This design comes from an exercise in tuning for a short achievable clock period on the open sky130 flow, not from production work.
The RTL was checked by simulation tests, not by an equivalence proof against the original design.
Power figures rest on the tool's default switching activity, not on a simulated workload.

==> flow/design.v, too long to show whole: its modules and the start of the top module <==
// module branch_target_predictor: 2024 lines
// module btb_g_inv: 3 lines
// module btb_g_nand2: 3 lines
// module btb_g_nand3: 3 lines
// module btb_g_nor2: 3 lines
// module btb_g_nor4: 4 lines
// module btb_g_and2: 3 lines
// module btb_g_xor2: 3 lines
// module btb_g_nand4: 4 lines
// module btb_g_o21ai: 3 lines
// module btb_g_a22oi: 4 lines
// module btb_g_xnor2: 3 lines
// module btb_g_o22ai: 4 lines
// module btb_g_mux2i: 3 lines
module branch_target_predictor #(
  parameter int unsigned ADDR_W   = 32,
  parameter int unsigned ENTRIES  = 16,
  parameter logic [1:0]  CTR_INIT = 2'b01,
  parameter int unsigned CNT_W    = 16
) (
  input  logic              clk,
  input  logic              reset,
  input  logic              enable,
  input  logic [ADDR_W-1:0] pc_f,
  output logic              pred_hit,
  output logic              pred_taken,
  output logic [ADDR_W-1:0] pred_target,
  input  logic              upd_valid,
  input  logic [ADDR_W-1:0] upd_pc,
  input  logic              upd_taken,
  input  logic [ADDR_W-1:0] upd_target,
  input  logic              upd_pred_taken,
  input  logic [ADDR_W-1:0] upd_pred_target,
  input  logic              flush_all,
  output logic              mispredict,
  output logic [CNT_W-1:0]  branch_cnt,
  output logic [CNT_W-1:0]  mispred_cnt
);
  // ...
==> flow/flow/run.sh <==
#!/bin/bash
# Own layout flow: the standard synthesis unchanged, then the standard ORFS
# steps with delay cells kept out of buffering (so port buffers and repair
# buffers are real buffers), port buffers of a fixed drive strength, and the
# lookup's ports grouped on one edge (flow/io.tcl, before pin placement).
set -euo pipefail
HERE=$(pwd)
PLAT_DU="sky130_fd_sc_hd__probe_p_8 sky130_fd_sc_hd__probec_p_8 sky130_fd_sc_hd__lpflow_bleeder_1 sky130_fd_sc_hd__lpflow_clkbufkapwr_1 sky130_fd_sc_hd__lpflow_clkbufkapwr_16 sky130_fd_sc_hd__lpflow_clkbufkapwr_2 sky130_fd_sc_hd__lpflow_clkbufkapwr_4 sky130_fd_sc_hd__lpflow_clkbufkapwr_8 sky130_fd_sc_hd__lpflow_clkinvkapwr_1 sky130_fd_sc_hd__lpflow_clkinvkapwr_16 sky130_fd_sc_hd__lpflow_clkinvkapwr_2 sky130_fd_sc_hd__lpflow_clkinvkapwr_4 sky130_fd_sc_hd__lpflow_clkinvkapwr_8 sky130_fd_sc_hd__lpflow_decapkapwr_12 sky130_fd_sc_hd__lpflow_decapkapwr_3 sky130_fd_sc_hd__lpflow_decapkapwr_4 sky130_fd_sc_hd__lpflow_decapkapwr_6 sky130_fd_sc_hd__lpflow_decapkapwr_8 sky130_fd_sc_hd__lpflow_inputiso0n_1 sky130_fd_sc_hd__lpflow_inputiso0p_1 sky130_fd_sc_hd__lpflow_inputiso1n_1 sky130_fd_sc_hd__lpflow_inputiso1p_1 sky130_fd_sc_hd__lpflow_inputisolatch_1 sky130_fd_sc_hd__lpflow_isobufsrc_1 sky130_fd_sc_hd__lpflow_isobufsrc_16 sky130_fd_sc_hd__lpflow_isobufsrc_2 sky130_fd_sc_hd__lpflow_isobufsrc_4 sky130_fd_sc_hd__lpflow_isobufsrc_8 sky130_fd_sc_hd__lpflow_isobufsrckapwr_16 sky130_fd_sc_hd__lpflow_lsbuf_lh_hl_isowell_tap_1 sky130_fd_sc_hd__lpflow_lsbuf_lh_hl_isowell_tap_2 sky130_fd_sc_hd__lpflow_lsbuf_lh_hl_isowell_tap_4 sky130_fd_sc_hd__lpflow_lsbuf_lh_isowell_4 sky130_fd_sc_hd__lpflow_lsbuf_lh_isowell_tap_1 sky130_fd_sc_hd__lpflow_lsbuf_lh_isowell_tap_2 sky130_fd_sc_hd__lpflow_lsbuf_lh_isowell_tap_4"
DU="$PLAT_DU sky130_fd_sc_hd__dlygate4sd1_1 sky130_fd_sc_hd__dlygate4sd2_1 sky130_fd_sc_hd__dlygate4sd3_1 sky130_fd_sc_hd__clkdlybuf4s15_1 sky130_fd_sc_hd__clkdlybuf4s15_2 sky130_fd_sc_hd__clkdlybuf4s18_1 sky130_fd_sc_hd__clkdlybuf4s18_2 sky130_fd_sc_hd__clkdlybuf4s25_1 sky130_fd_sc_hd__clkdlybuf4s25_2 sky130_fd_sc_hd__clkdlybuf4s50_1 sky130_fd_sc_hd__clkdlybuf4s50_2 sky130_fd_sc_hd__dlymetal6s2s_1 sky130_fd_sc_hd__dlymetal6s4s_1 sky130_fd_sc_hd__dlymetal6s6s_1"

bash standard.sh synth > flow_synth.log 2>&1
bash standard.sh "DONT_USE_CELLS=$DU" \
  "BUFFER_PORTS_ARGS=-buffer_cell sky130_fd_sc_hd__buf_6" \
  "PRE_IO_PLACEMENT_TCL=$HERE/flow/io.tcl" \
  "GLOBAL_PLACEMENT_ARGS=-timing_driven_net_weight_max 10 -timing_driven_nets_percentage 20" \
  finish > flow_layout.log 2>&1
==> flow/flow/io.tcl <==
# Pin placement that keeps each critical cone compact: the fetch PC bits
# interleaved with the predicted target bits (and hit/taken) on the left edge;
# the resolved and predicted targets interleaved with the other mispredict
# inputs and output on the right edge. Other pins are placed freely.
set btb_pins {}
for {set k 0} {$k < 32} {incr k} {
  lappend btb_pins "pc_f\[$k\]" "pred_target\[$k\]"
}
lappend btb_pins pred_hit pred_taken
set_io_pin_constraint -pin_names $btb_pins -region left:* -group -order
set mis_pins {}
for {set k 0} {$k < 16} {incr k} {
  lappend mis_pins "upd_target\[$k\]" "upd_pred_target\[$k\]"
}
lappend mis_pins upd_taken upd_pred_taken upd_valid mispredict
for {set k 16} {$k < 32} {incr k} {
  lappend mis_pins "upd_target\[$k\]" "upd_pred_target\[$k\]"
}
set_io_pin_constraint -pin_names $mis_pins -region right:* -group -order
==> flow/standard.sh <==
#!/bin/bash
# synth_recipe.tcl (not shown) runs the flow's synth.tcl, then flattens the netlist and writes it again
# the make line also repeats each setting of config.mk as NAME=value (left out here)
make -C /OpenROAD-flow-scripts/flow DESIGN_CONFIG=/design/flow/config.mk WORK_HOME=/design/flow/orfs CLKGATE_MAP_FILE= SYNTH_SCRIPT=/design/flow/synth_recipe.tcl "${@:-finish}"
==> flow/config.mk <==
export PLATFORM = sky130hd
export DESIGN_NAME = branch_target_predictor
export DESIGN_NICKNAME = branch_target_predictor
export VERILOG_FILES = /design/flow/design.v
export SDC_FILE = /design/flow/constraint.sdc
export NUM_CORES = 4
export LEC_CHECK = 0
export ABC_CLOCK_PERIOD_IN_PS = 2500
export CAP_MARGIN = 20
export CORE_MARGIN = 2
export CORE_UTILIZATION = 50
export PLACE_DENSITY = 0.62
export SETUP_SLACK_MARGIN = 3.0
export SLEW_MARGIN = 20
export SYNTH_HIERARCHICAL = 1
export SYNTH_MINIMUM_KEEP_SIZE = 0
export TNS_END_PERCENT = 100
==> flow/constraint.sdc <==
create_clock -name core_clock -period 7.0 [get_ports {clk}]
set_input_delay 1.4000 -clock core_clock [delete_from_list [all_inputs] [get_ports {clk}]]
set_output_delay 1.4000 -clock core_clock [all_outputs]
set_load 0.01 [all_outputs]
==> metrics.md, run 1 <==
| Metric | Value |
|---|---|
| Status | `complete, no violations` |
| Crit path DAT | `3360 ps` |
| Grt met3 use | `9.08%` |
| Tapcell Cnt | `1276` |
| Heaviest power group | `sequential cells` |
| Cell family with most CP delay | `buffers and inverters` |
| Multi-input gate area | `19500 um^2` |
| # hold bufs at CTS | `0` |
| Non-Filler Instances | `5446` |
| Met2 wire len | `75.6 mm` |
| Yosys top cell area share | `59.1%` |
| Top class by area | `registers` |
| Max-slew violations | `0` |
| Clk sink count | `1008` |
| Worst path max stage delay | `210 ps` |
| TritonRoute pass-1 iters | `7` |
| CORE AREA | `96700 um^2` |
| # IOs | `202` |
| Final Cycle Share | `68.0%` |
| Number of flops mapped to enable cells by yosys | `960` |
| Final worst hold slack | `542 ps` |
| R2R Setup Slk | `4640 ps` |
| Slew at the pin closest to its max-slew limit | `1110 ps` |
| Final ANT Viol Nets | `0` |
| Final Hold Viols | `0` |
| Synthesized-area fraction occupied by and/or/nand/nor cells | `11.1%` |
| Syn Area/Cell | `13.7 um^2` |
| WHS Path Cells | `1` |
| Comb power frac | `11.1%` |
| Global-route wire length before repair | `246 mm` |
| Initial core utilization | `50.4%` |
| RSZ-0062 raised after global routing | `true` |
| H-tree depth | `3` |
| GR Overflow Total | `0` |
| Share of layout cells above drive strength 1 | `26.2%` |
| Met1 wire length | `70.9 mm` |
| Min-Delay Path Class | `register to register` |
| Antenna diodes | `2` |
| Clock buffers | `144` |
| Final setup viols | `0` |
| Most used routing layer | `met2` |
| Clock latency on the worst-skew pair | `710 ps` |
| Post-synthesis mux area share | `0.513%` |
| CP required | `5600 ps` |
==> run 2, diff against run 1 <==
--- a/flow/design.v
+++ b/flow/design.v
@@ -1135,34 +1135,42 @@
   btb_g_nand4 u_hr3 (.a(mh12), .b(mh13), .c(mh14), .d(mh15), .y(hr[3]));
   btb_g_nand4 u_tr3 (.a(mt12), .b(mt13), .c(mt14), .d(mt15), .y(tr[3]));
   btb_g_nor2 u_hz0 (.a(hr[0]), .b(hr[1]), .y(hz[0]));
   btb_g_nor2 u_tz0 (.a(tr[0]), .b(tr[1]), .y(tz[0]));
   btb_g_nor2 u_hz1 (.a(hr[2]), .b(hr[3]), .y(hz[1]));
   btb_g_nor2 u_tz1 (.a(tr[2]), .b(tr[3]), .y(tz[1]));
   btb_g_nand2 u_phit (.a(hz[0]), .b(hz[1]), .y(pred_hit));
   btb_g_nand2 u_ptkn (.a(tz[0]), .b(tz[1]), .y(pred_taken));
-  logic [4-1:0][1:0] tzc;
+  logic [8-1:0][1:0] tzc;
   logic [8-1:0] tk;
   btb_g_nor2 u_tzc0_0 (.a(tr[0]), .b(tr[1]), .y(tzc[0][0]));
   btb_g_nor2 u_tzc0_1 (.a(tr[2]), .b(tr[3]), .y(tzc[0][1]));
   btb_g_nor2 u_tzc1_0 (.a(tr[0]), .b(tr[1]), .y(tzc[1][0]));
   btb_g_nor2 u_tzc1_1 (.a(tr[2]), .b(tr[3]), .y(tzc[1][1]));
   btb_g_nor2 u_tzc2_0 (.a(tr[0]), .b(tr[1]), .y(tzc[2][0]));
   btb_g_nor2 u_tzc2_1 (.a(tr[2]), .b(tr[3]), .y(tzc[2][1]));
   btb_g_nor2 u_tzc3_0 (.a(tr[0]), .b(tr[1]), .y(tzc[3][0]));
   btb_g_nor2 u_tzc3_1 (.a(tr[2]), .b(tr[3]), .y(tzc[3][1]));
+  btb_g_nor2 u_tzc4_0 (.a(tr[0]), .b(tr[1]), .y(tzc[4][0]));
+  btb_g_nor2 u_tzc4_1 (.a(tr[2]), .b(tr[3]), .y(tzc[4][1]));
+  btb_g_nor2 u_tzc5_0 (.a(tr[0]), .b(tr[1]), .y(tzc[5][0]));
+  btb_g_nor2 u_tzc5_1 (.a(tr[2]), .b(tr[3]), .y(tzc[5][1]));
+  btb_g_nor2 u_tzc6_0 (.a(tr[0]), .b(tr[1]), .y(tzc[6][0]));
+  btb_g_nor2 u_tzc6_1 (.a(tr[2]), .b(tr[3]), .y(tzc[6][1]));
+  btb_g_nor2 u_tzc7_0 (.a(tr[0]), .b(tr[1]), .y(tzc[7][0]));
+  btb_g_nor2 u_tzc7_1 (.a(tr[2]), .b(tr[3]), .y(tzc[7][1]));
   btb_g_nand2 u_tk0 (.a(tzc[0][0]), .b(tzc[0][1]), .y(tk[0]));
-  btb_g_nand2 u_tk1 (.a(tzc[0][0]), .b(tzc[0][1]), .y(tk[1]));
-  btb_g_nand2 u_tk2 (.a(tzc[1][0]), .b(tzc[1][1]), .y(tk[2]));
-  btb_g_nand2 u_tk3 (.a(tzc[1][0]), .b(tzc[1][1]), .y(tk[3]));
-  btb_g_nand2 u_tk4 (.a(tzc[2][0]), .b(tzc[2][1]), .y(tk[4]));
-  btb_g_nand2 u_tk5 (.a(tzc[2][0]), .b(tzc[2][1]), .y(tk[5]));
-  btb_g_nand2 u_tk6 (.a(tzc[3][0]), .b(tzc[3][1]), .y(tk[6]));
-  btb_g_nand2 u_tk7 (.a(tzc[3][0]), .b(tzc[3][1]), .y(tk[7]));
+  btb_g_nand2 u_tk1 (.a(tzc[1][0]), .b(tzc[1][1]), .y(tk[1]));
+  btb_g_nand2 u_tk2 (.a(tzc[2][0]), .b(tzc[2][1]), .y(tk[2]));
+  btb_g_nand2 u_tk3 (.a(tzc[3][0]), .b(tzc[3][1]), .y(tk[3]));
+  btb_g_nand2 u_tk4 (.a(tzc[4][0]), .b(tzc[4][1]), .y(tk[4]));
+  btb_g_nand2 u_tk5 (.a(tzc[5][0]), .b(tzc[5][1]), .y(tk[5]));
+  btb_g_nand2 u_tk6 (.a(tzc[6][0]), .b(tzc[6][1]), .y(tk[6]));
+  btb_g_nand2 u_tk7 (.a(tzc[7][0]), .b(tzc[7][1]), .y(tk[7]));
   logic [3:0] f_sa, f_sb;
   logic [ADDR_W-1:0] f_tgt;
   btb_g_nor2 u_sa0 (.a(f_idx[1]), .b(f_idx[0]), .y(f_sa[0]));
   btb_g_nor2 u_sb0 (.a(f_idx[3]), .b(f_idx[2]), .y(f_sb[0]));
   btb_g_nor2 u_sa1 (.a(f_idx[1]), .b(f_idx_n[0]), .y(f_sa[1]));
   btb_g_nor2 u_sb1 (.a(f_idx[3]), .b(f_idx_n[2]), .y(f_sb[1]));
   btb_g_nor2 u_sa2 (.a(f_idx_n[1]), .b(f_idx[0]), .y(f_sa[2]));
   btb_g_nor2 u_sb2 (.a(f_idx_n[3]), .b(f_idx[2]), .y(f_sb[2]));
@@ -1689,98 +1697,98 @@
   btb_g_nand2 u_o1 (.a(o_t[1]), .b(o_s[1]), .y(pred_target[1]));
   btb_g_nand2 u_ot2 (.a(tk[0]), .b(f_tgt[2]), .y(o_t[2]));
   btb_g_nand3 u_os2 (.a(tzc[0][0]), .b(tzc[0][1]), .c(f_seq[2]), .y(o_s[2]));
   btb_g_nand2 u_o2 (.a(o_t[2]), .b(o_s[2]), .y(pred_target[2]));
   btb_g_nand2 u_ot3 (.a(tk[0]), .b(f_tgt[3]), .y(o_t[3]));
   btb_g_nand3 u_os3 (.a(tzc[0][0]), .b(tzc[0][1]), .c(f_seq[3]), .y(o_s[3]));
   btb_g_nand2 u_o3 (.a(o_t[3]), .b(o_s[3]), .y(pred_target[3]));
   btb_g_nand2 u_ot4 (.a(tk[1]), .b(f_tgt[4]), .y(o_t[4]));
-  btb_g_nand3 u_os4 (.a(tzc[0][0]), .b(tzc[0][1]), .c(f_seq[4]), .y(o_s[4]));
+  btb_g_nand3 u_os4 (.a(tzc[1][0]), .b(tzc[1][1]), .c(f_seq[4]), .y(o_s[4]));
   btb_g_nand2 u_o4 (.a(o_t[4]), .b(o_s[4]), .y(pred_target[4]));
   btb_g_nand2 u_ot5 (.a(tk[1]), .b(f_tgt[5]), .y(o_t[5]));
-  btb_g_nand3 u_os5 (.a(tzc[0][0]), .b(tzc[0][1]), .c(f_seq[5]), .y(o_s[5]));
+  btb_g_nand3 u_os5 (.a(tzc[1][0]), .b(tzc[1][1]), .c(f_seq[5]), .y(o_s[5]));
   btb_g_nand2 u_o5 (.a(o_t[5]), .b(o_s[5]), .y(pred_target[5]));
   btb_g_nand2 u_ot6 (.a(tk[1]), .b(f_tgt[6]), .y(o_t[6]));
-  btb_g_nand3 u_os6 (.a(tzc[0][0]), .b(tzc[0][1]), .c(f_seq[6]), .y(o_s[6]));
+  btb_g_nand3 u_os6 (.a(tzc[1][0]), .b(tzc[1][1]), .c(f_seq[6]), .y(o_s[6]));
   btb_g_nand2 u_o6 (.a(o_t[6]), .b(o_s[6]), .y(pred_target[6]));
   btb_g_nand2 u_ot7 (.a(tk[1]), .b(f_tgt[7]), .y(o_t[7]));
-  btb_g_nand3 u_os7 (.a(tzc[0][0]), .b(tzc[0][1]), .c(f_seq[7]), .y(o_s[7]));
+  btb_g_nand3 u_os7 (.a(tzc[1][0]), .b(tzc[1][1]), .c(f_seq[7]), .y(o_s[7]));
   btb_g_nand2 u_o7 (.a(o_t[7]), .b(o_s[7]), .y(pred_target[7]));
   btb_g_nand2 u_ot8 (.a(tk[2]), .b(f_tgt[8]), .y(o_t[8]));
-  btb_g_nand3 u_os8 (.a(tzc[1][0]), .b(tzc[1][1]), .c(f_seq[8]), .y(o_s[8]));
+  btb_g_nand3 u_os8 (.a(tzc[2][0]), .b(tzc[2][1]), .c(f_seq[8]), .y(o_s[8]));
   btb_g_nand2 u_o8 (.a(o_t[8]), .b(o_s[8]), .y(pred_target[8]));
   btb_g_nand2 u_ot9 (.a(tk[2]), .b(f_tgt[9]), .y(o_t[9]));
-  btb_g_nand3 u_os9 (.a(tzc[1][0]), .b(tzc[1][1]), .c(f_seq[9]), .y(o_s[9]));
+  btb_g_nand3 u_os9 (.a(tzc[2][0]), .b(tzc[2][1]), .c(f_seq[9]), .y(o_s[9]));
   btb_g_nand2 u_o9 (.a(o_t[9]), .b(o_s[9]), .y(pred_target[9]));
   btb_g_nand2 u_ot10 (.a(tk[2]), .b(f_tgt[10]), .y(o_t[10]));
-  btb_g_nand3 u_os10 (.a(tzc[1][0]), .b(tzc[1][1]), .c(f_seq[10]), .y(o_s[10]));
+  btb_g_nand3 u_os10 (.a(tzc[2][0]), .b(tzc[2][1]), .c(f_seq[10]), .y(o_s[10]));
   btb_g_nand2 u_o10 (.a(o_t[10]), .b(o_s[10]), .y(pred_target[10]));
   btb_g_nand2 u_ot11 (.a(tk[2]), .b(f_tgt[11]), .y(o_t[11]));
-  btb_g_nand3 u_os11 (.a(tzc[1][0]), .b(tzc[1][1]), .c(f_seq[11]), .y(o_s[11]));
+  btb_g_nand3 u_os11 (.a(tzc[2][0]), .b(tzc[2][1]), .c(f_seq[11]), .y(o_s[11]));
   btb_g_nand2 u_o11 (.a(o_t[11]), .b(o_s[11]), .y(pred_target[11]));
   btb_g_nand2 u_ot12 (.a(tk[3]), .b(f_tgt[12]), .y(o_t[12]));
-  btb_g_nand3 u_os12 (.a(tzc[1][0]), .b(tzc[1][1]), .c(f_seq[12]), .y(o_s[12]));
+  btb_g_nand3 u_os12 (.a(tzc[3][0]), .b(tzc[3][1]), .c(f_seq[12]), .y(o_s[12]));
   btb_g_nand2 u_o12 (.a(o_t[12]), .b(o_s[12]), .y(pred_target[12]));
   btb_g_nand2 u_ot13 (.a(tk[3]), .b(f_tgt[13]), .y(o_t[13]));
-  btb_g_nand3 u_os13 (.a(tzc[1][0]), .b(tzc[1][1]), .c(f_seq[13]), .y(o_s[13]));
+  btb_g_nand3 u_os13 (.a(tzc[3][0]), .b(tzc[3][1]), .c(f_seq[13]), .y(o_s[13]));
   btb_g_nand2 u_o13 (.a(o_t[13]), .b(o_s[13]), .y(pred_target[13]));
   btb_g_nand2 u_ot14 (.a(tk[3]), .b(f_tgt[14]), .y(o_t[14]));
-  btb_g_nand3 u_os14 (.a(tzc[1][0]), .b(tzc[1][1]), .c(f_seq[14]), .y(o_s[14]));
+  btb_g_nand3 u_os14 (.a(tzc[3][0]), .b(tzc[3][1]), .c(f_seq[14]), .y(o_s[14]));
   btb_g_nand2 u_o14 (.a(o_t[14]), .b(o_s[14]), .y(pred_target[14]));
   btb_g_nand2 u_ot15 (.a(tk[3]), .b(f_tgt[15]), .y(o_t[15]));
-  btb_g_nand3 u_os15 (.a(tzc[1][0]), .b(tzc[1][1]), .c(f_seq[15]), .y(o_s[15]));
+  btb_g_nand3 u_os15 (.a(tzc[3][0]), .b(tzc[3][1]), .c(f_seq[15]), .y(o_s[15]));
   btb_g_nand2 u_o15 (.a(o_t[15]), .b(o_s[15]), .y(pred_target[15]));
   btb_g_nand2 u_ot16 (.a(tk[4]), .b(f_tgt[16]), .y(o_t[16]));
-  btb_g_nand3 u_os16 (.a(tzc[2][0]), .b(tzc[2][1]), .c(f_seq[16]), .y(o_s[16]));
+  btb_g_nand3 u_os16 (.a(tzc[4][0]), .b(tzc[4][1]), .c(f_seq[16]), .y(o_s[16]));
   btb_g_nand2 u_o16 (.a(o_t[16]), .b(o_s[16]), .y(pred_target[16]));
   btb_g_nand2 u_ot17 (.a(tk[4]), .b(f_tgt[17]), .y(o_t[17]));
-  btb_g_nand3 u_os17 (.a(tzc[2][0]), .b(tzc[2][1]), .c(f_seq[17]), .y(o_s[17]));
+  btb_g_nand3 u_os17 (.a(tzc[4][0]), .b(tzc[4][1]), .c(f_seq[17]), .y(o_s[17]));
   btb_g_nand2 u_o17 (.a(o_t[17]), .b(o_s[17]), .y(pred_target[17]));
   btb_g_nand2 u_ot18 (.a(tk[4]), .b(f_tgt[18]), .y(o_t[18]));
-  btb_g_nand3 u_os18 (.a(tzc[2][0]), .b(tzc[2][1]), .c(f_seq[18]), .y(o_s[18]));
+  btb_g_nand3 u_os18 (.a(tzc[4][0]), .b(tzc[4][1]), .c(f_seq[18]), .y(o_s[18]));
   btb_g_nand2 u_o18 (.a(o_t[18]), .b(o_s[18]), .y(pred_target[18]));
   btb_g_nand2 u_ot19 (.a(tk[4]), .b(f_tgt[19]), .y(o_t[19]));
-  btb_g_nand3 u_os19 (.a(tzc[2][0]), .b(tzc[2][1]), .c(f_seq[19]), .y(o_s[19]));
+  btb_g_nand3 u_os19 (.a(tzc[4][0]), .b(tzc[4][1]), .c(f_seq[19]), .y(o_s[19]));
   btb_g_nand2 u_o19 (.a(o_t[19]), .b(o_s[19]), .y(pred_target[19]));
   btb_g_nand2 u_ot20 (.a(tk[5]), .b(f_tgt[20]), .y(o_t[20]));
-  btb_g_nand3 u_os20 (.a(tzc[2][0]), .b(tzc[2][1]), .c(f_seq[20]), .y(o_s[20]));
+  btb_g_nand3 u_os20 (.a(tzc[5][0]), .b(tzc[5][1]), .c(f_seq[20]), .y(o_s[20]));
   btb_g_nand2 u_o20 (.a(o_t[20]), .b(o_s[20]), .y(pred_target[20]));
   btb_g_nand2 u_ot21 (.a(tk[5]), .b(f_tgt[21]), .y(o_t[21]));
-  btb_g_nand3 u_os21 (.a(tzc[2][0]), .b(tzc[2][1]), .c(f_seq[21]), .y(o_s[21]));
+  btb_g_nand3 u_os21 (.a(tzc[5][0]), .b(tzc[5][1]), .c(f_seq[21]), .y(o_s[21]));
   btb_g_nand2 u_o21 (.a(o_t[21]), .b(o_s[21]), .y(pred_target[21]));
   btb_g_nand2 u_ot22 (.a(tk[5]), .b(f_tgt[22]), .y(o_t[22]));
-  btb_g_nand3 u_os22 (.a(tzc[2][0]), .b(tzc[2][1]), .c(f_seq[22]), .y(o_s[22]));
+  btb_g_nand3 u_os22 (.a(tzc[5][0]), .b(tzc[5][1]), .c(f_seq[22]), .y(o_s[22]));
   btb_g_nand2 u_o22 (.a(o_t[22]), .b(o_s[22]), .y(pred_target[22]));
   btb_g_nand2 u_ot23 (.a(tk[5]), .b(f_tgt[23]), .y(o_t[23]));
-  btb_g_nand3 u_os23 (.a(tzc[2][0]), .b(tzc[2][1]), .c(f_seq[23]), .y(o_s[23]));
+  btb_g_nand3 u_os23 (.a(tzc[5][0]), .b(tzc[5][1]), .c(f_seq[23]), .y(o_s[23]));
   btb_g_nand2 u_o23 (.a(o_t[23]), .b(o_s[23]), .y(pred_target[23]));
   btb_g_nand2 u_ot24 (.a(tk[6]), .b(f_tgt[24]), .y(o_t[24]));
-  btb_g_nand3 u_os24 (.a(tzc[3][0]), .b(tzc[3][1]), .c(f_seq[24]), .y(o_s[24]));
+  btb_g_nand3 u_os24 (.a(tzc[6][0]), .b(tzc[6][1]), .c(f_seq[24]), .y(o_s[24]));
   btb_g_nand2 u_o24 (.a(o_t[24]), .b(o_s[24]), .y(pred_target[24]));
   btb_g_nand2 u_ot25 (.a(tk[6]), .b(f_tgt[25]), .y(o_t[25]));
-  btb_g_nand3 u_os25 (.a(tzc[3][0]), .b(tzc[3][1]), .c(f_seq[25]), .y(o_s[25]));
+  btb_g_nand3 u_os25 (.a(tzc[6][0]), .b(tzc[6][1]), .c(f_seq[25]), .y(o_s[25]));
   btb_g_nand2 u_o25 (.a(o_t[25]), .b(o_s[25]), .y(pred_target[25]));
   btb_g_nand2 u_ot26 (.a(tk[6]), .b(f_tgt[26]), .y(o_t[26]));
-  btb_g_nand3 u_os26 (.a(tzc[3][0]), .b(tzc[3][1]), .c(f_seq[26]), .y(o_s[26]));
+  btb_g_nand3 u_os26 (.a(tzc[6][0]), .b(tzc[6][1]), .c(f_seq[26]), .y(o_s[26]));
   btb_g_nand2 u_o26 (.a(o_t[26]), .b(o_s[26]), .y(pred_target[26]));
   btb_g_nand2 u_ot27 (.a(tk[6]), .b(f_tgt[27]), .y(o_t[27]));
-  btb_g_nand3 u_os27 (.a(tzc[3][0]), .b(tzc[3][1]), .c(f_seq[27]), .y(o_s[27]));
+  btb_g_nand3 u_os27 (.a(tzc[6][0]), .b(tzc[6][1]), .c(f_seq[27]), .y(o_s[27]));
   btb_g_nand2 u_o27 (.a(o_t[27]), .b(o_s[27]), .y(pred_target[27]));
   btb_g_nand2 u_ot28 (.a(tk[7]), .b(f_tgt[28]), .y(o_t[28]));
-  btb_g_nand3 u_os28 (.a(tzc[3][0]), .b(tzc[3][1]), .c(f_seq[28]), .y(o_s[28]));
+  btb_g_nand3 u_os28 (.a(tzc[7][0]), .b(tzc[7][1]), .c(f_seq[28]), .y(o_s[28]));
   btb_g_nand2 u_o28 (.a(o_t[28]), .b(o_s[28]), .y(pred_target[28]));
   btb_g_nand2 u_ot29 (.a(tk[7]), .b(f_tgt[29]), .y(o_t[29]));
-  btb_g_nand3 u_os29 (.a(tzc[3][0]), .b(tzc[3][1]), .c(f_seq[29]), .y(o_s[29]));
+  btb_g_nand3 u_os29 (.a(tzc[7][0]), .b(tzc[7][1]), .c(f_seq[29]), .y(o_s[29]));
   btb_g_nand2 u_o29 (.a(o_t[29]), .b(o_s[29]), .y(pred_target[29]));
   btb_g_nand2 u_ot30 (.a(tk[7]), .b(f_tgt[30]), .y(o_t[30]));
-  btb_g_nand3 u_os30 (.a(tzc[3][0]), .b(tzc[3][1]), .c(f_seq[30]), .y(o_s[30]));
+  btb_g_nand3 u_os30 (.a(tzc[7][0]), .b(tzc[7][1]), .c(f_seq[30]), .y(o_s[30]));
   btb_g_nand2 u_o30 (.a(o_t[30]), .b(o_s[30]), .y(pred_target[30]));
   btb_g_nand2 u_ot31 (.a(tk[7]), .b(f_tgt[31]), .y(o_t[31]));
-  btb_g_nand3 u_os31 (.a(tzc[3][0]), .b(tzc[3][1]), .c(f_seq[31]), .y(o_s[31]));
+  btb_g_nand3 u_os31 (.a(tzc[7][0]), .b(tzc[7][1]), .c(f_seq[31]), .y(o_s[31]));
   btb_g_nand2 u_o31 (.a(o_t[31]), .b(o_s[31]), .y(pred_target[31]));
   logic [ENTRIES-1:0] u_dec;
   logic [ENTRIES-1:0] u_hit;
   always_comb begin
     for (int i = 0; i < int'(ENTRIES); i++) begin
       u_dec[i] = (u_idx == IDX_W'(i));
       u_hit[i] = valid_q[i] && (tag_q[i] == u_tag);
     end
==> flow/config.mk (replaced) <==
export PLATFORM = sky130hd
export DESIGN_NAME = branch_target_predictor
export DESIGN_NICKNAME = branch_target_predictor
export VERILOG_FILES = /design/flow/design.v
export SDC_FILE = /design/flow/constraint.sdc
export NUM_CORES = 4
export LEC_CHECK = 0
export ABC_CLOCK_PERIOD_IN_PS = 2500
export CAP_MARGIN = 20
export CORE_MARGIN = 2
export CORE_UTILIZATION = 65
export PLACE_DENSITY = 0.75
export SETUP_SLACK_MARGIN = 3.0
export SLEW_MARGIN = 20
export SYNTH_HIERARCHICAL = 1
export SYNTH_MINIMUM_KEEP_SIZE = 0
export TNS_END_PERCENT = 20
==> run 2 against run 1 <==
  * Synthesized cell count increased by 0.22%
  * Still clean
  * Combinational power decreased by 5%
  * Flip-flop and latch count unchanged
  * Largest cell class unchanged
  * Die area decreased by 23%
  * Cell area decreased by 2.0%
  * Count of clock-buffer cells in the layout decreased by 3
  * Via count increased by 1.6%
  * Largest power group unchanged
  * Worst hold slack got worse by 12 ps
  * Sequential power about the same
  * Power decreased by 1.7%
  * Register-to-register slack got worse by 40 ps
==> metrics.md, run 2 <==
| Metric | Value |
|---|---|
| Status | `complete, no violations (unchanged)` |
| Die Y-Extent | `278 um (was 316 um)` |
| Crit path DAT | `3420 ps (was 3360 ps)` |
| Async set-or-reset flop fraction in the synthesized netlist | `0% (unchanged)` |
| Vias post-DR | `35.0k (was 34.5k)` |
| Switching Power | `3250 uW (was 3360 uW)` |
| Clock latency on the worst-skew pair | `680 ps (was 710 ps)` |
| Reg with most FFs | `tgt_q (unchanged)` |
| CORE AREA | `74300 um^2 (was 96700 um^2)` |
| Vias in the first global route | `32.8k (was 33.7k)` |
| Ys flop type | `edfxtp_1 (unchanged)` |
| Layout filler cell count | `4293 (was 7187)` |
| Syn Area/Cell | `13.7 um^2 (about the same)` |
| Sequential share of the synthesized area | `61.1% (about the same)` |
| Most frequent cells in the layout | `edfxtp_1, xnor2_1, a22oi_2, nand2_1, nand4_1 (was edfxtp_1, xnor2_1, a22oi_2, nand4_1, nand2_1)` |
| Seq pwr share | `49.6% (was 48.8%)` |
| Drt initial violations | `5608 (was 4531)` |
| Initial antenna violation count | `2 (was 9)` |
| Worst IR Drop VDD | `0.000193 V (was 0.000224 V)` |
| FP Rows | `100 (was 114)` |
| Yosys warnings | `7 (unchanged)` |
| # IOs | `202 (unchanged)` |
| Clock buffer count from CTS | `102 (was 106)` |
| Post-synthesis xor/xnor area fraction | `17.2% (about the same)` |
| Die area | `77200 um^2 (was 100000 um^2)` |
| Final Hold Viols | `0 (unchanged)` |
| Clock-pin slew on the worst setup and hold paths | `60 ps (about the same)` |
| Sw Share | `24.1% (was 24.5%)` |
| Setup Skew | `16.2 ps (was 25.9 ps)` |
| Total GRT Usage | `40.3% (was 35.2%)` |
| Final min period | `4820 ps (was 4760 ps)` |
| Max-slew violations | `0 (unchanged)` |
| CTS max path bufs | `3 (unchanged)` |
| #FFs+latches synth | `1008 (unchanged)` |
| Commonest cells in the netlist | `edfxtp_1, xnor2_1, a22oi_2 (unchanged)` |
| Internal power component | `10200 uW (was 10300 uW)` |
| Post-synthesis cell count | `3569 (was 3561)` |
| Multi-input gate area | `19100 um^2 (was 19500 um^2)` |
| Drc violations | `0 (unchanged)` |
| Max_slew headroom | `25.5% (was 25.8%)` |
| Non-Filler Instances | `5193 (was 5446)` |
| Min-Delay Path Class | `register to register (unchanged)` |
| Post-DP HPWL | `91.8 mm (was 94.7 mm)` |
| FF+latch area | `29800 um^2 (unchanged)` |
| GR Overflow Total | `0 (unchanged)` |
| Post-synthesis compound-gate area fraction | `8.99% (about the same)` |
| Crit Path Max Fanout | `17 (was 6)` |
| Leakage Power | `0.0192 uW (was 0.0196 uW)` |
| Global-route wire length before repair | `222 mm (was 246 mm)` |
| Distinct cells, synth | `39 (unchanged)` |
| Most frequent cell after synthesis | `edfxtp_1 (unchanged)` |
| Slew at the pin closest to its max-slew limit | `1120 ps (was 1110 ps)` |
| Pre-CTS WS | `1070 ps (was 1040 ps)` |
| Post-Synthesis Cell Area | `48800 um^2 (was 48700 um^2)` |
| TritonRoute pass-1 iters | `9 (was 7)` |
| Final ANT Viol Nets | `0 (unchanged)` |
| Nets | `4271 (was 4214)` |
| Comb power frac | `10.8% (was 11.1%)` |
| Final setup TNS | `0 ps (unchanged)` |
| Adder-cell area share of the yosys netlist | `0% (unchanged)` |
| DRT Wirelength | `165 mm (was 178 mm)` |
| WHS Path Cells | `1 (unchanged)` |
| Worst setup EP type | `primary output (unchanged)` |
| CP required | `5600 ps (about the same)` |
| Largest net degree at the start of global routing | `60 (was 61)` |
| FF-to-FF Start | `tag_q[65] (was tag_q[223])` |
| Worst reg2reg path depth | `5 (unchanged)` |
| Die width | `278 um (was 316 um)` |
| Synthesized-area fraction occupied by and/or/nand/nor cells | `11.1% (about the same)` |
| Initial core utilization | `65.6% (was 50.4%)` |
| Share of layout cells above drive strength 1 | `24.1% (was 26.2%)` |
| Number of port buffers | `199 (unchanged)` |
| Max Cap Viol | `0 (unchanged)` |
| TritonCTS clock tree | `built (unchanged)` |
| H-tree depth | `3 (unchanged)` |
| Clk sink count | `1008 (unchanged)` |
| CP most frequent cell | `nand4_1 (was buf_6)` |
| Vias per cell | `6.74 (was 6.33)` |
| Most common cell after layout, fill and taps aside | `edfxtp_1 (unchanged)` |
| Max frequency | `207 MHz (was 210 MHz)` |
| Worst path slowest cell | `nor2_1 (was nor2_4)` |
| Main combinational cell family by area after synthesis | `XOR/XNOR gates (unchanged)` |
| Final worst hold slack | `530 ps (was 542 ps)` |
| Mapped Nets | `3704 (was 3696)` |
| Largest area contributor in the netlist | `edfxtp_1 (unchanged)` |
| CTS Root Cell | `clkbuf_16 (unchanged)` |
| Final Cycle Share | `68.9% (was 68.0%)` |
| Worst path max stage delay | `280 ps (was 210 ps)` |
| R2R Setup Slk | `4600 ps (was 4640 ps)` |
| Drt wl/cell | `31.8 um (was 32.7 um)` |
| Post-synthesis mux area share | `0.513% (about the same)` |
| Top post-synthesis cells by area | `edfxtp_1, xnor2_1, a22oi_2 (unchanged)` |
| Biggest regs | `tgt_q: 512 flops, tag_q: 416 flops, ctr_q: 32 flops (unchanged)` |
| Yosys top cell area share | `59.1% (about the same)` |
| Power Dens Cells | `228 nW/um^2 (was 227 nW/um^2)` |
| Fin util | `79.3% (was 62.2%)` |
| Placer Congestion | `0.923 (was 0.870)` |
| Final WS setup | `2180 ps (was 2240 ps)` |
| Crit-path cells | `buf_16 > buf_1 > xnor2_1 > nand4_1 > nor2_1 > nand4_1 > nand4_1 > buf_4 > clkbuf_16 > nor2_4 > nand2_2 > nand2_1 > nand2_1 > buf_6 (was buf_16 > clkinvlp_4 > buf_6 > buf_6 > buf_6 > nand4_1 > nor2_1 > nand4_1 > nand4_1 > buf_6 > buf_6 > nor2_4 > nand2_2 > nand2_1 > nand2_2 > buf_6)` |
| RR Endpoint | `ctr_q[4] (was ctr_q[16])` |
| DP Cell Count | `4732 (was 5033)` |
| Clk pwr share | `39.6% (was 40.1%)` |
| CP Launch Type | `input pin (unchanged)` |
| RSZ-0062 raised after global routing | `true (unchanged)` |
| Hold Path Sink | `valid_q[5] (was valid_q[1])` |
| WS Path Type | `input pin to primary output (unchanged)` |
| Final setup viols | `0 (unchanged)` |
| Number of flops mapped to enable cells by yosys | `960 (unchanged)` |
| Hold Crit Start | `valid_q[5] (was valid_q[1])` |
| Max reg flops | `512 (unchanged)` |
| Layout Area Growth over Synthesis | `20.8% (was 23.4%)` |
[run 2: kinds of logic after synthesis]
kind of cell / after synthesis
DFF: 1008
xor gates and xnor gates: 956
buffers and inverters: 110
AOI/OAI and AO/OA: 362
and+or+nand+nor: 1108
muxes: 25
[run 2: Yosys stat by module (local to each module, per instance), a selection]
module	copies in the design	cells inside
btb_g_and2	57	1
btb_g_nand3	64	1
btb_g_inv	38	1
btb_g_nor4	8	1
btb_g_xnor2	445	1
btb_g_a22oi	320	1
btb_g_nand4	170	1
btb_g_o21ai	1	1
btb_g_nand2	302	1
[run 2: repair_timing]
| item | in CTS | in global routing |
|---|---|---|
| hold buffers | 0 | 0 |
| endpoints found under the setup margin | 35 | 75 |
| gates cloned | 1 | 13 |
| gates resized for setup | 160 | 131 |
| pin swaps | 10 | 35 |
| buffers inserted | 42 | 211 |
[run 2: worst max path at each step]
stage,start,to,slack [ps],cells past startpoint
after global placement,pc_f[2],pred_target[20],1150,11
final,pc_f[8],pred_target[30],2180,14
after detailed placement,pc_f[2],pred_target[20],1070,11
after CTS,pc_f[2],pred_target[24],2310,13
after floorplan,pc_f[3],pred_target[0],730,8
after global routing,pc_f[9],pred_target[27],2160,14
[run 2: cell type report]
class | instances | area share [%]
Timing Repair Buffer | 529 | 9.12
Antenna cell | 4 | 0.0170
Inverter | 44 | 0.306
Sequential cell | 1008 | 50.6
Multi-Input combinational cell | 2451 | 32.5
Clock inverter | 47 | 0.735
Tap cell | 969 | 2.06
Clock buffer | 141 | 4.73
[run 2: worst max-delay path: cells and delay by family]
kind | cells | cell delay (ps)
AND/OR/NAND/NOR | 8 | 1110
buffers and inverters | 5 | 770
XOR/XNOR | 1 | 120
[run 2: stage by stage]
stage               power, uW  cell area [um^2]
floorplan                7410             48800
global placement         7980             52500
detailed placement       8010             52600
CTS                     13300             56800
global route            13700             58900
finish                  13400             58900
[run 2: power by group through the flow]
stage,sequential [uW],combinational [uW],clock (uW)
floorplan,6790,619,0
finish,6670,1450,5320
CTS,6660,1280,5310
global placement,6790,1190,0
global route,6670,1480,5550
detailed placement,6790,1210,0
[run 2: metal layers]
metal  track usage, %  vias to the layer above  routed length, um  share of wire (%)
li1                 -                    14400                  -                  -
met1             55.1                    17200              59600                 36
met2             59.6                     2805              71300                 43
met3             11.5                      593              24200                 15
met4             19.8                        2               9930                6.0
met5                0                        -                 13             0.0079

## separate check: timing with driven ports
How much do the figures lean on ideal ports? The routed layouts below were timed once more, with nothing changed but the port constraints. Step 1 sets driving cells, clkbuf_16 on the clock port and buf_2 on the other inputs (assumed; they add their load-dependent delay and slew). Step 2 adds t to the input delays and takes it off the output delays; t is the mean of the earliest and latest rising clock arrival at the registers after step 1. Input paths then give back, and output paths get back, about the clock's delay inside the block. Slacks: ideal ports / drivers / drivers and shift; pairs: ideal ports / drivers.
run	t (ns)	slack for setup (ns)	worst setup path at the end	clock arrival spread, ns	worst data-port slew with drivers (ns)
run 1	0.767	2.239 / 1.993 / 1.993	input to output	0.038 / 0.038	0.30
run 2	0.736	2.177 / 1.956 / 1.956	input to output	0.023 / 0.023	0.28
After both steps every run listed still meets setup and hold. The setup slack of run 1, which loses most, moves by -0.246 ns with the drivers and by -0.246 ns with both steps.
